Context: an optimization exercise on an open-source flow, tuned for small area and a short achievable clock period. The choices shown serve that exercise and are no tape-out recipe. Only simulation tests tie the RTL to the original design; equivalence was not proved. Power is estimated from default activity; no workload was simulated.

==> branch zinc <==
==> flow/design.v <==
package stream_bridge_pkg;
  localparam int APB_ADDR_W = 8;
  localparam int APB_DATA_W = 32;
  localparam int WIDE_W   = 32;
  localparam int NARROW_W = 8;
  localparam int OPEN_DELAY = 3;
  localparam int OPEN_RD32_BIT = 0;
  localparam int OPEN_RD8_BIT  = 1;
  localparam int OPEN_WR32_BIT = 2;
  localparam int OPEN_WR8_BIT  = 3;
  typedef enum logic [APB_ADDR_W-1:0] {
    REG_OPEN_CTRL = 8'h00,  
    REG_STATUS    = 8'h04,  
    REG_RD32      = 8'h08,  
    REG_RD8       = 8'h0C,
    REG_WR32      = 8'h10,  
    REG_WR8       = 8'h14
  } reg_addr_e;
endpackage
`timescale 1ns/1ps
module stream_fifo #(
  parameter int WIDTH = 32,
  parameter int DEPTH = 16,
  parameter int PTR_W = 4
) (
  input  logic             ap_clk,
  input  logic             wr_en,
  input  logic [PTR_W-1:0] wr_ptr,
  input  logic [WIDTH-1:0] wr_data,
  input  logic [PTR_W-1:0] rd_ptr,
  output logic [WIDTH-1:0] rd_data
);
  logic [WIDTH-1:0] mem [DEPTH];
  always_ff @(posedge ap_clk)
  begin
    for (int i = 0; i < DEPTH; i++)
      if (wr_en && wr_ptr == PTR_W'(i))
        mem[i] <= wr_data;
  end
  assign rd_data = mem[rd_ptr];
endmodule
`timescale 1ns/1ps
import stream_bridge_pkg::*;
module to_host_channel
#(
  parameter int WIDTH = 32,
  parameter int DEPTH = 16
) (
  input  logic             ap_clk,
  input  logic             rst_n,
  input  logic             open_ctrl,
  input  logic             open_nx,     
  input  logic [WIDTH-1:0] in_data,
  input  logic             in_valid,
  output logic             in_ready,
  input  logic             pop,         
  output logic             not_empty,
  output logic [WIDTH-1:0] pf_data,     
  output logic             pf_ne,       
  output logic             open
);
  logic [3:0]            wr_ptr, rd_ptr;
  logic [4:0]            count, count_nx;
  logic                  ready_q, ne_q;
  logic                  do_push, do_pop;
  logic [WIDTH-1:0]      rd_data;
  logic [OPEN_DELAY-1:0] open_pipe;
  assign in_ready  = ready_q;
  assign not_empty = ne_q;
  assign do_push   = in_valid && ready_q;
  assign do_pop    = pop && ne_q;
  stream_fifo #(.WIDTH(WIDTH), .DEPTH(16), .PTR_W(4)) u_mem (
    .ap_clk, .wr_en(!count[4]), .wr_ptr, .wr_data(in_data), .rd_ptr, .rd_data
  );
  always_comb
  begin
    count_nx = count;
    if (!open_ctrl)
      count_nx = '0;
    else if (do_push && !do_pop)
      count_nx = count + 1'b1;
    else if (!do_push && do_pop)
      count_nx = count - 1'b1;
  end
  always_ff @(posedge ap_clk)
  begin
    if (!rst_n || !open_ctrl)
    begin
      wr_ptr <= '0;
      rd_ptr <= '0;
    end
    else
    begin
      if (do_push) wr_ptr <= wr_ptr + 1'b1;
      if (do_pop)  rd_ptr <= rd_ptr + 1'b1;
    end
  end
  always_ff @(posedge ap_clk)
  begin
    if (!rst_n)
    begin
      count <= '0;
      ne_q  <= 1'b0;
    end
    else
    begin
      count <= count_nx;
      ne_q  <= (count_nx != '0);
    end
  end
  assign pf_ne   = open_ctrl && (ne_q || in_valid);
  assign pf_data = !open_ctrl ? '0 : ne_q ? rd_data : (in_valid ? in_data : '0);
  always_ff @(posedge ap_clk)
  begin
    if (!rst_n)
      open_pipe <= '0;
    else
      open_pipe <= {open_pipe[OPEN_DELAY-2:0], open_ctrl};
  end
  assign open = open_pipe[OPEN_DELAY-1];
  always_ff @(posedge ap_clk)
  begin
    if (!rst_n)
      ready_q <= 1'b0;
    else
      ready_q <= open_nx && (count_nx != 5'd16);
  end
endmodule
`timescale 1ns/1ps
import stream_bridge_pkg::*;
module from_host_channel
#(
  parameter int WIDTH = 32,
  parameter int DEPTH = 16
) (
  input  logic             ap_clk,
  input  logic             rst_n,
  input  logic             open_ctrl,
  input  logic             push,        
  input  logic [WIDTH-1:0] push_data,
  output logic             full,        
  output logic             pf_full,     
  output logic [WIDTH-1:0] out_data,
  output logic             out_valid,
  input  logic             out_ready,
  output logic             open
);
  logic [3:0]            wr_ptr, rd_ptr;
  logic [4:0]            count, count_nx;
  logic                  valid_q;
  logic                  do_push, do_pop, ring_push, ring_pop, head_in;
  logic [WIDTH-1:0]      head, ring_data;
  logic [OPEN_DELAY-1:0] open_pipe;
  function automatic logic [3:0] ring_next(input logic [3:0] p);
    ring_next = (p == 4'd14) ? 4'd0 : p + 1'b1;
  endfunction
  assign out_valid = valid_q;
  assign out_data  = head;
  assign full      = count[4] || !open_ctrl;
  assign pf_full   = !open_ctrl || (count[4] && !out_ready);
  assign do_push   = push && !full;
  assign do_pop    = valid_q && out_ready;
  assign ring_pop  = do_pop && (count > 5'd1);
  assign ring_push = do_push && ((count > 5'd1) || (count == 5'd1 && !do_pop));
  assign head_in   = (count == 5'd0) || (count == 5'd1 && do_pop);
  stream_fifo #(.WIDTH(WIDTH), .DEPTH(15), .PTR_W(4)) u_mem (
    .ap_clk, .wr_en(!count[4]), .wr_ptr, .wr_data(push_data), .rd_ptr, .rd_data(ring_data)
  );
  always_comb
  begin
    count_nx = count;
    if (!open_ctrl)
      count_nx = '0;
    else if (do_push && !do_pop)
      count_nx = count + 1'b1;
    else if (!do_push && do_pop)
      count_nx = count - 1'b1;
  end
  always_ff @(posedge ap_clk)
  begin
    if (!rst_n || !open_ctrl)
    begin
      wr_ptr <= '0;
      rd_ptr <= '0;
    end
    else
    begin
      if (ring_push) wr_ptr <= ring_next(wr_ptr);
      if (ring_pop)  rd_ptr <= ring_next(rd_ptr);
    end
  end
  always_ff @(posedge ap_clk)
  begin
    if (!rst_n)
    begin
      count   <= '0;
      valid_q <= 1'b0;
    end
    else
    begin
      count   <= count_nx;
      valid_q <= (count_nx != '0);
    end
  end
  always_ff @(posedge ap_clk)
  begin
    if (head_in)
      head <= push_data;
    else if (do_pop)
      head <= ring_data;
  end
  always_ff @(posedge ap_clk)
  begin
    if (!rst_n)
      open_pipe <= '0;
    else
      open_pipe <= {open_pipe[OPEN_DELAY-2:0], open_ctrl};
  end
  assign open = open_pipe[OPEN_DELAY-1];
endmodule
`timescale 1ns/1ps
import stream_bridge_pkg::*;
module apb_host_regs
(
  input  logic                  ap_clk,
  input  logic                  rst_n,
  input  logic                  psel,
  input  logic                  penable,
  input  logic                  pwrite,
  input  logic [stream_bridge_pkg::APB_ADDR_W-1:0] paddr,
  input  logic [stream_bridge_pkg::APB_DATA_W-1:0] pwdata,
  output logic [stream_bridge_pkg::APB_DATA_W-1:0] prdata,
  output logic                  pready,
  output logic                  pslverr,
  output logic [3:0]            open_ctrl,
  output logic [3:0]            open_nx,
  input  logic [stream_bridge_pkg::WIDE_W-1:0]     rd32_pf_data,
  input  logic [stream_bridge_pkg::NARROW_W-1:0]   rd8_pf_data,
  input  logic                  rd32_pf_ne,
  input  logic                  rd8_pf_ne,
  output logic                  rd32_pop,
  output logic                  rd8_pop,
  input  logic                  wr32_pf_full,
  input  logic                  wr8_pf_full,
  output logic                  wr32_push,
  output logic                  wr8_push
);
  logic                  apb_access;
  logic                  sel_ctrl, sel_status, sel_rd32, sel_rd8, sel_wr32, sel_wr8;
  logic [7:0]            status_nx;
  logic [APB_DATA_W-1:0] prdata_nx;
  logic                  pslverr_nx;
  assign apb_access = psel && penable;
  assign pready     = 1'b1;           
  assign sel_ctrl   = (paddr == REG_OPEN_CTRL);
  assign sel_status = (paddr == REG_STATUS);
  assign sel_rd32   = (paddr == REG_RD32);
  assign sel_rd8    = (paddr == REG_RD8);
  assign sel_wr32   = (paddr == REG_WR32);
  assign sel_wr8    = (paddr == REG_WR8);
  assign rd32_pop  = apb_access && !pwrite && sel_rd32;
  assign rd8_pop   = apb_access && !pwrite && sel_rd8;
  assign wr32_push = apb_access && pwrite && sel_wr32;
  assign wr8_push  = apb_access && pwrite && sel_wr8;
  assign open_nx = !rst_n ? 4'b0 : (apb_access && pwrite && sel_ctrl) ? pwdata[3:0] : open_ctrl;
  always_ff @(posedge ap_clk)
    open_ctrl <= open_nx;
  assign status_nx = {wr8_pf_full, wr32_pf_full, rd8_pf_ne, rd32_pf_ne, open_ctrl};
  always_comb
  begin
    prdata_nx = '0;
    if (sel_ctrl)   prdata_nx = APB_DATA_W'(open_ctrl);
    if (sel_status) prdata_nx = APB_DATA_W'(status_nx);
    if (sel_rd32)   prdata_nx = APB_DATA_W'(rd32_pf_data);
    if (sel_rd8)    prdata_nx = APB_DATA_W'(rd8_pf_data);
  end
  always_comb
  begin
    case (paddr)
      REG_OPEN_CTRL: pslverr_nx = 1'b0;
      REG_STATUS:    pslverr_nx = pwrite;
      REG_RD32:      pslverr_nx = !pwrite && !rd32_pf_ne;
      REG_RD8:       pslverr_nx = !pwrite && !rd8_pf_ne;
      REG_WR32:      pslverr_nx = pwrite && wr32_pf_full;
      REG_WR8:       pslverr_nx = pwrite && wr8_pf_full;
      default:       pslverr_nx = 1'b1;
    endcase
  end
  always_ff @(posedge ap_clk)
  begin
    prdata  <= prdata_nx;
    pslverr <= pslverr_nx;
  end
endmodule
`timescale 1ns/1ps
import stream_bridge_pkg::*;
module stream_bridge_top
#(
  parameter int DEPTH = 16
) (
  input  logic                  ap_clk,
  input  logic                  rst_n,
  input  logic                  psel,
  input  logic                  penable,
  input  logic                  pwrite,
  input  logic [stream_bridge_pkg::APB_ADDR_W-1:0] paddr,
  input  logic [stream_bridge_pkg::APB_DATA_W-1:0] pwdata,
  output logic [stream_bridge_pkg::APB_DATA_W-1:0] prdata,
  output logic                  pready,
  output logic                  pslverr,
  input  logic [stream_bridge_pkg::WIDE_W-1:0]     read_32_data,
  input  logic                  read_32_valid,
  output logic                  read_32_ready,
  input  logic [stream_bridge_pkg::NARROW_W-1:0]   read_8_data,
  input  logic                  read_8_valid,
  output logic                  read_8_ready,
  output logic [stream_bridge_pkg::WIDE_W-1:0]     write_32_data,
  output logic                  write_32_valid,
  input  logic                  write_32_ready,
  output logic [stream_bridge_pkg::NARROW_W-1:0]   write_8_data,
  output logic                  write_8_valid,
  input  logic                  write_8_ready,
  output logic                  to_host_read_32_open,
  output logic                  to_host_read_8_open,
  output logic                  from_host_write_32_open,
  output logic                  from_host_write_8_open
);
  logic [3:0]          open_ctrl, open_nx;
  logic [WIDE_W-1:0]   rd32_pf_data;
  logic [NARROW_W-1:0] rd8_pf_data;
  logic                rd32_pf_ne, rd8_pf_ne;
  logic                rd32_pop, rd8_pop;
  logic                wr32_pf_full, wr8_pf_full;
  logic                wr32_push, wr8_push;
  logic                rd32_ne, rd8_ne, wr32_full, wr8_full;
  apb_host_regs u_regs (
    .ap_clk, .rst_n, .psel, .penable, .pwrite, .paddr, .pwdata, .prdata, .pready, .pslverr,
    .open_ctrl, .open_nx, .rd32_pf_data, .rd8_pf_data, .rd32_pf_ne, .rd8_pf_ne,
    .rd32_pop, .rd8_pop, .wr32_pf_full, .wr8_pf_full, .wr32_push, .wr8_push
  );
  to_host_channel #(.WIDTH(WIDE_W), .DEPTH(DEPTH)) u_read_32 (
    .ap_clk, .rst_n,
    .open_ctrl (open_ctrl[OPEN_RD32_BIT]),
    .open_nx   (open_nx[OPEN_RD32_BIT]),
    .in_data   (read_32_data),
    .in_valid  (read_32_valid),
    .in_ready  (read_32_ready),
    .pop       (rd32_pop),
    .not_empty (rd32_ne),
    .pf_data   (rd32_pf_data),
    .pf_ne     (rd32_pf_ne),
    .open      (to_host_read_32_open)
  );
  to_host_channel #(.WIDTH(NARROW_W), .DEPTH(DEPTH)) u_read_8 (
    .ap_clk, .rst_n,
    .open_ctrl (open_ctrl[OPEN_RD8_BIT]),
    .open_nx   (open_nx[OPEN_RD8_BIT]),
    .in_data   (read_8_data),
    .in_valid  (read_8_valid),
    .in_ready  (read_8_ready),
    .pop       (rd8_pop),
    .not_empty (rd8_ne),
    .pf_data   (rd8_pf_data),
    .pf_ne     (rd8_pf_ne),
    .open      (to_host_read_8_open)
  );
  from_host_channel #(.WIDTH(WIDE_W), .DEPTH(DEPTH)) u_write_32 (
    .ap_clk, .rst_n,
    .open_ctrl (open_ctrl[OPEN_WR32_BIT]),
    .push      (wr32_push),
    .push_data (pwdata[WIDE_W-1:0]),
    .full      (wr32_full),
    .pf_full   (wr32_pf_full),
    .out_data  (write_32_data),
    .out_valid (write_32_valid),
    .out_ready (write_32_ready),
    .open      (from_host_write_32_open)
  );
  from_host_channel #(.WIDTH(NARROW_W), .DEPTH(DEPTH)) u_write_8 (
    .ap_clk, .rst_n,
    .open_ctrl (open_ctrl[OPEN_WR8_BIT]),
    .push      (wr8_push),
    .push_data (pwdata[NARROW_W-1:0]),
    .full      (wr8_full),
    .pf_full   (wr8_pf_full),
    .out_data  (write_8_data),
    .out_valid (write_8_valid),
    .out_ready (write_8_ready),
    .open      (from_host_write_8_open)
  );
endmodule
==> flow/run.sh <==
#!/bin/bash
# synth_recipe.tcl (not shown) runs the flow's synth.tcl, then flattens the netlist and writes it again
# the make line also repeats each setting of config.mk as NAME=value (left out here)
make -C /OpenROAD-flow-scripts/flow DESIGN_CONFIG=/design/flow/config.mk WORK_HOME=/design/flow/orfs CLKGATE_MAP_FILE= SYNTH_SCRIPT=/design/flow/synth_recipe.tcl finish
==> flow/config.mk <==
export PLATFORM = sky130hd
export DESIGN_NAME = stream_bridge_top
export DESIGN_NICKNAME = stream_bridge_top
export VERILOG_FILES = /design/flow/design.v
export SDC_FILE = /design/flow/constraint.sdc
export NUM_CORES = 4
export LEC_CHECK = 0
export CAP_MARGIN = 20
export CORE_MARGIN = 2
export CORE_UTILIZATION = 40
export SETUP_SLACK_MARGIN = 1.0
export SLEW_MARGIN = 20
==> flow/constraint.sdc <==
create_clock -name core_clock -period 4.0 [get_ports {ap_clk}]
set_input_delay 0.8000 -clock core_clock [delete_from_list [all_inputs] [get_ports {ap_clk}]]
set_output_delay 0.8000 -clock core_clock [all_outputs]
set_load 0.01 [all_outputs]
==> branch maple (differences from branch zinc) <==
--- a/flow/design.v
+++ b/flow/design.v
@@ -29,3 +29,3 @@
   input  logic [WIDTH-1:0] wr_data,
-  input  logic [PTR_W-1:0] rd_ptr,
+  input  logic [DEPTH-1:0] rd_sel,
   output logic [WIDTH-1:0] rd_data
@@ -39,3 +39,8 @@
   end
-  assign rd_data = mem[rd_ptr];
+  always_comb
+  begin
+    rd_data = '0;
+    for (int i = 0; i < DEPTH; i++)
+      rd_data = rd_data | (mem[i] & {WIDTH{rd_sel[i]}});
+  end
 endmodule
@@ -56,3 +61,2 @@
   input  logic             pop,         
-  output logic             not_empty,
   output logic [WIDTH-1:0] pf_data,     
@@ -61,25 +65,18 @@
 );
-  logic [3:0]            wr_ptr, rd_ptr;
+  logic [3:0]            wr_ptr;
+  logic [15:0]           rd_sel;        
   logic [4:0]            count, count_nx;
-  logic                  ready_q, ne_q;
+  logic                  ready_q, ne_q, full_q, one_q, last_q;
   logic                  do_push, do_pop;
+  logic                  ne_nx, full_nx;
   logic [WIDTH-1:0]      rd_data;
   logic [OPEN_DELAY-1:0] open_pipe;
-  assign in_ready  = ready_q;
-  assign not_empty = ne_q;
-  assign do_push   = in_valid && ready_q;
-  assign do_pop    = pop && ne_q;
+  assign in_ready = ready_q;
+  assign do_push  = in_valid && ready_q;
+  assign do_pop   = pop && ne_q;
   stream_fifo #(.WIDTH(WIDTH), .DEPTH(16), .PTR_W(4)) u_mem (
-    .ap_clk, .wr_en(!count[4]), .wr_ptr, .wr_data(in_data), .rd_ptr, .rd_data
+    .ap_clk, .wr_en(!full_q), .wr_ptr, .wr_data(in_data), .rd_sel, .rd_data
   );
-  always_comb
-  begin
-    count_nx = count;
-    if (!open_ctrl)
-      count_nx = '0;
-    else if (do_push && !do_pop)
-      count_nx = count + 1'b1;
-    else if (!do_push && do_pop)
-      count_nx = count - 1'b1;
-  end
+  assign ne_nx   = open_ctrl && (do_push || (ne_q && !(one_q && do_pop)));
+  assign full_nx = open_ctrl && ((full_q && !do_pop) || (last_q && do_push && !do_pop));
   always_ff @(posedge ap_clk)
@@ -89,3 +86,3 @@
       wr_ptr <= '0;
-      rd_ptr <= '0;
+      rd_sel <= 16'd1;
     end
@@ -94,3 +91,3 @@
       if (do_push) wr_ptr <= wr_ptr + 1'b1;
-      if (do_pop)  rd_ptr <= rd_ptr + 1'b1;
+      if (do_pop)  rd_sel <= {rd_sel[14:0], rd_sel[15]};
     end
@@ -101,4 +98,5 @@
     begin
-      count <= '0;
-      ne_q  <= 1'b0;
+      ne_q    <= 1'b0;
+      full_q  <= 1'b0;
+      ready_q <= 1'b0;
     end
@@ -106,8 +104,17 @@
     begin
-      count <= count_nx;
-      ne_q  <= (count_nx != '0);
+      ne_q    <= ne_nx;
+      full_q  <= full_nx;
+      ready_q <= open_nx && !full_nx;
     end
   end
-  assign pf_ne   = open_ctrl && (ne_q || in_valid);
-  assign pf_data = !open_ctrl ? '0 : ne_q ? rd_data : (in_valid ? in_data : '0);
+  always_comb
+  begin
+    count_nx = count;
+    if (!open_ctrl)
+      count_nx = '0;
+    else if (do_push && !do_pop)
+      count_nx = count + 1'b1;
+    else if (!do_push && do_pop)
+      count_nx = count - 1'b1;
+  end
   always_ff @(posedge ap_clk)
@@ -115,7 +122,16 @@
     if (!rst_n)
-      open_pipe <= '0;
+    begin
+      count  <= '0;
+      one_q  <= 1'b0;
+      last_q <= 1'b0;
+    end
     else
-      open_pipe <= {open_pipe[OPEN_DELAY-2:0], open_ctrl};
+    begin
+      count  <= count_nx;
+      one_q  <= (count_nx == 5'd1);
+      last_q <= (count_nx == 5'd15);
+    end
   end
-  assign open = open_pipe[OPEN_DELAY-1];
+  assign pf_ne   = open_ctrl && (ne_q || in_valid);
+  assign pf_data = !open_ctrl ? '0 : ne_q ? rd_data : (in_valid ? in_data : '0);
   always_ff @(posedge ap_clk)
@@ -123,6 +139,7 @@
     if (!rst_n)
-      ready_q <= 1'b0;
+      open_pipe <= '0;
     else
-      ready_q <= open_nx && (count_nx != 5'd16);
+      open_pipe <= {open_pipe[OPEN_DELAY-2:0], open_ctrl};
   end
+  assign open = open_pipe[OPEN_DELAY-1];
 endmodule
@@ -140,3 +157,2 @@
   input  logic [WIDTH-1:0] push_data,
-  output logic             full,        
   output logic             pf_full,     
@@ -147,6 +163,8 @@
 );
-  logic [3:0]            wr_ptr, rd_ptr;
+  logic [3:0]            wr_ptr;
+  logic [14:0]           rd_sel;        
   logic [4:0]            count, count_nx;
-  logic                  valid_q;
-  logic                  do_push, do_pop, ring_push, ring_pop, head_in;
+  logic                  valid_q, full_q, one_q, last_q;
+  logic                  do_push, do_pop, ring_push, ring_pop, head_in, head_pop, head_hold;
+  logic                  valid_nx, full_nx;
   logic [WIDTH-1:0]      head, ring_data;
@@ -158,22 +176,13 @@
   assign out_data  = head;
-  assign full      = count[4] || !open_ctrl;
-  assign pf_full   = !open_ctrl || (count[4] && !out_ready);
-  assign do_push   = push && !full;
+  assign pf_full   = !open_ctrl || (full_q && !out_ready);
+  assign do_push   = push && open_ctrl && !full_q;
   assign do_pop    = valid_q && out_ready;
-  assign ring_pop  = do_pop && (count > 5'd1);
-  assign ring_push = do_push && ((count > 5'd1) || (count == 5'd1 && !do_pop));
-  assign head_in   = (count == 5'd0) || (count == 5'd1 && do_pop);
+  assign ring_pop  = do_pop && valid_q && !one_q;
+  assign ring_push = do_push && valid_q && !(one_q && do_pop);
+  assign head_in   = !valid_q || (one_q && do_pop);
   stream_fifo #(.WIDTH(WIDTH), .DEPTH(15), .PTR_W(4)) u_mem (
-    .ap_clk, .wr_en(!count[4]), .wr_ptr, .wr_data(push_data), .rd_ptr, .rd_data(ring_data)
+    .ap_clk, .wr_en(!full_q), .wr_ptr, .wr_data(push_data), .rd_sel, .rd_data(ring_data)
   );
-  always_comb
-  begin
-    count_nx = count;
-    if (!open_ctrl)
-      count_nx = '0;
-    else if (do_push && !do_pop)
-      count_nx = count + 1'b1;
-    else if (!do_push && do_pop)
-      count_nx = count - 1'b1;
-  end
+  assign valid_nx = open_ctrl && (do_push || (valid_q && !(one_q && do_pop)));
+  assign full_nx  = open_ctrl && ((full_q && !do_pop) || (last_q && do_push && !do_pop));
   always_ff @(posedge ap_clk)
@@ -183,3 +192,3 @@
       wr_ptr <= '0;
-      rd_ptr <= '0;
+      rd_sel <= 15'd1;
     end
@@ -188,3 +197,3 @@
       if (ring_push) wr_ptr <= ring_next(wr_ptr);
-      if (ring_pop)  rd_ptr <= ring_next(rd_ptr);
+      if (ring_pop)  rd_sel <= {rd_sel[13:0], rd_sel[14]};
     end
@@ -195,4 +204,4 @@
     begin
-      count   <= '0;
       valid_q <= 1'b0;
+      full_q  <= 1'b0;
     end
@@ -200,13 +209,36 @@
     begin
-      count   <= count_nx;
-      valid_q <= (count_nx != '0);
+      valid_q <= valid_nx;
+      full_q  <= full_nx;
     end
   end
+  always_comb
+  begin
+    count_nx = count;
+    if (!open_ctrl)
+      count_nx = '0;
+    else if (do_push && !do_pop)
+      count_nx = count + 1'b1;
+    else if (!do_push && do_pop)
+      count_nx = count - 1'b1;
+  end
   always_ff @(posedge ap_clk)
   begin
-    if (head_in)
-      head <= push_data;
-    else if (do_pop)
-      head <= ring_data;
+    if (!rst_n)
+    begin
+      count  <= '0;
+      one_q  <= 1'b0;
+      last_q <= 1'b0;
+    end
+    else
+    begin
+      count  <= count_nx;
+      one_q  <= (count_nx == 5'd1);
+      last_q <= (count_nx == 5'd15);
+    end
   end
+  assign head_pop  = !head_in && do_pop;
+  assign head_hold = !head_in && !do_pop;
+  always_ff @(posedge ap_clk)
+    head <= ({WIDTH{head_in}} & push_data) | ({WIDTH{head_pop}} & ring_data)
+          | ({WIDTH{head_hold}} & head);
   always_ff @(posedge ap_clk)
@@ -260,7 +292,16 @@
   assign sel_wr8    = (paddr == REG_WR8);
-  assign rd32_pop  = apb_access && !pwrite && sel_rd32;
-  assign rd8_pop   = apb_access && !pwrite && sel_rd8;
-  assign wr32_push = apb_access && pwrite && sel_wr32;
-  assign wr8_push  = apb_access && pwrite && sel_wr8;
-  assign open_nx = !rst_n ? 4'b0 : (apb_access && pwrite && sel_ctrl) ? pwdata[3:0] : open_ctrl;
+  logic q_ctrl_wr, q_rd32, q_rd8, q_wr32, q_wr8;
+  always_ff @(posedge ap_clk)
+  begin
+    q_ctrl_wr <= pwrite && sel_ctrl;
+    q_rd32    <= !pwrite && sel_rd32;
+    q_rd8     <= !pwrite && sel_rd8;
+    q_wr32    <= pwrite && sel_wr32;
+    q_wr8     <= pwrite && sel_wr8;
+  end
+  assign rd32_pop  = apb_access && q_rd32;
+  assign rd8_pop   = apb_access && q_rd8;
+  assign wr32_push = apb_access && q_wr32;
+  assign wr8_push  = apb_access && q_wr8;
+  assign open_nx = !rst_n ? 4'b0 : (apb_access && q_ctrl_wr) ? pwdata[3:0] : open_ctrl;
   always_ff @(posedge ap_clk)
@@ -334,3 +375,2 @@
   logic                wr32_push, wr8_push;
-  logic                rd32_ne, rd8_ne, wr32_full, wr8_full;
   apb_host_regs u_regs (
@@ -348,3 +388,2 @@
     .pop       (rd32_pop),
-    .not_empty (rd32_ne),
     .pf_data   (rd32_pf_data),
@@ -361,3 +400,2 @@
     .pop       (rd8_pop),
-    .not_empty (rd8_ne),
     .pf_data   (rd8_pf_data),
@@ -371,3 +409,2 @@
     .push_data (pwdata[WIDE_W-1:0]),
-    .full      (wr32_full),
     .pf_full   (wr32_pf_full),
@@ -383,3 +420,2 @@
     .push_data (pwdata[NARROW_W-1:0]),
-    .full      (wr8_full),
     .pf_full   (wr8_pf_full),
==> flow/flow/run.sh (new file) <==
#!/bin/bash
# The standard layout (standard.sh) with two changes:
# - port buffers inserted before global placement are plain buffers (buf_2)
#   instead of ORFS's default pick, a delay cell that timing repair can only
#   swap for other delay cells;
# - clock tree sink clusters of up to 24 flip-flops.
export BUFFER_PORTS_ARGS="-buffer_cell sky130_fd_sc_hd__buf_2"
export CTS_ARGS="-sink_clustering_enable -repair_clock_nets -root_buf sky130_fd_sc_hd__clkbuf_16 -buf_list sky130_fd_sc_hd__clkbuf_16 -sink_clustering_buffer sky130_fd_sc_hd__clkbuf_16 -sink_clustering_size 24 -sink_clustering_max_diameter 80"
bash standard.sh > standard.log 2>&1
==> flow/standard.sh (new file) <==
#!/bin/bash
# synth_recipe.tcl (not shown) runs the flow's synth.tcl, then flattens the netlist and writes it again
# the make line also repeats each setting of config.mk as NAME=value (left out here)
make -C /OpenROAD-flow-scripts/flow DESIGN_CONFIG=/design/flow/config.mk WORK_HOME=/design/flow/orfs CLKGATE_MAP_FILE= SYNTH_SCRIPT=/design/flow/synth_recipe.tcl "${@:-finish}"
--- a/flow/config.mk
+++ b/flow/config.mk
@@ -9,4 +9,4 @@
 export CORE_MARGIN = 2
-export CORE_UTILIZATION = 40
-export SETUP_SLACK_MARGIN = 1.0
+export CORE_UTILIZATION = 72
+export SETUP_SLACK_MARGIN = 2.2
 export SLEW_MARGIN = 20
removed: flow/run.sh
==> comparison <==
Between branch maple and branch zinc, the lower register-to-register slack is in branch zinc (gap 1.0 ns).
Of branch zinc and branch maple, branch zinc has the higher die area (gap 80%, measured against branch maple).
Against branch maple, the synthesized cell count of branch zinc is higher by about 5.4%.
Between branch zinc and branch maple, the lower first-iteration DRC count is in branch zinc (gap about 21%, measured against branch maple).
Against branch zinc, the clock power of branch maple is lower by 39%.
Sequential cell count: branch zinc is lower than branch maple (63).
Against branch zinc, the final cell count of branch maple is smaller by 19%.
In branch maple the global-route usage is higher than in branch zinc, by 16 points.
Against branch maple, the combinational power of branch zinc is smaller by 5.8%.
Against branch maple, the final area of branch zinc is higher by about 5%.
Clock skew: branch maple is lower than branch zinc (0.021 ns).

==> separate check: timing with driven ports <==
The flow's constraints put no driver on any port. The routed layouts listed below were extracted and timed again, unchanged, in two steps.
Step 1 sets driving cells, clkbuf_16 on the clock port and buf_2 on the other inputs (assumed; they add their load-dependent delay and slew).
Step 2 times the ports against the registers' clock, not the clock port: input delays grow and output delays shrink by t, the midpoint of the rising clock arrivals with the driver on.
a / b / c = ideal ports / drivers / drivers and shift; a / b = the first two.
run	shift t [ns]	slack for setup (ns)	clock arrival spread, ns
branch zinc	0.828	1.029 / 1.029 / 0.414	0.052 / 0.051
branch maple	0.720	2.026 / 1.965 / 1.563	0.029 / 0.029
After both steps every run listed still meets setup and hold. For branch zinc, which loses most, drivers alone change the setup slack by 0.000 ns; drivers and shift together by -0.615 ns.
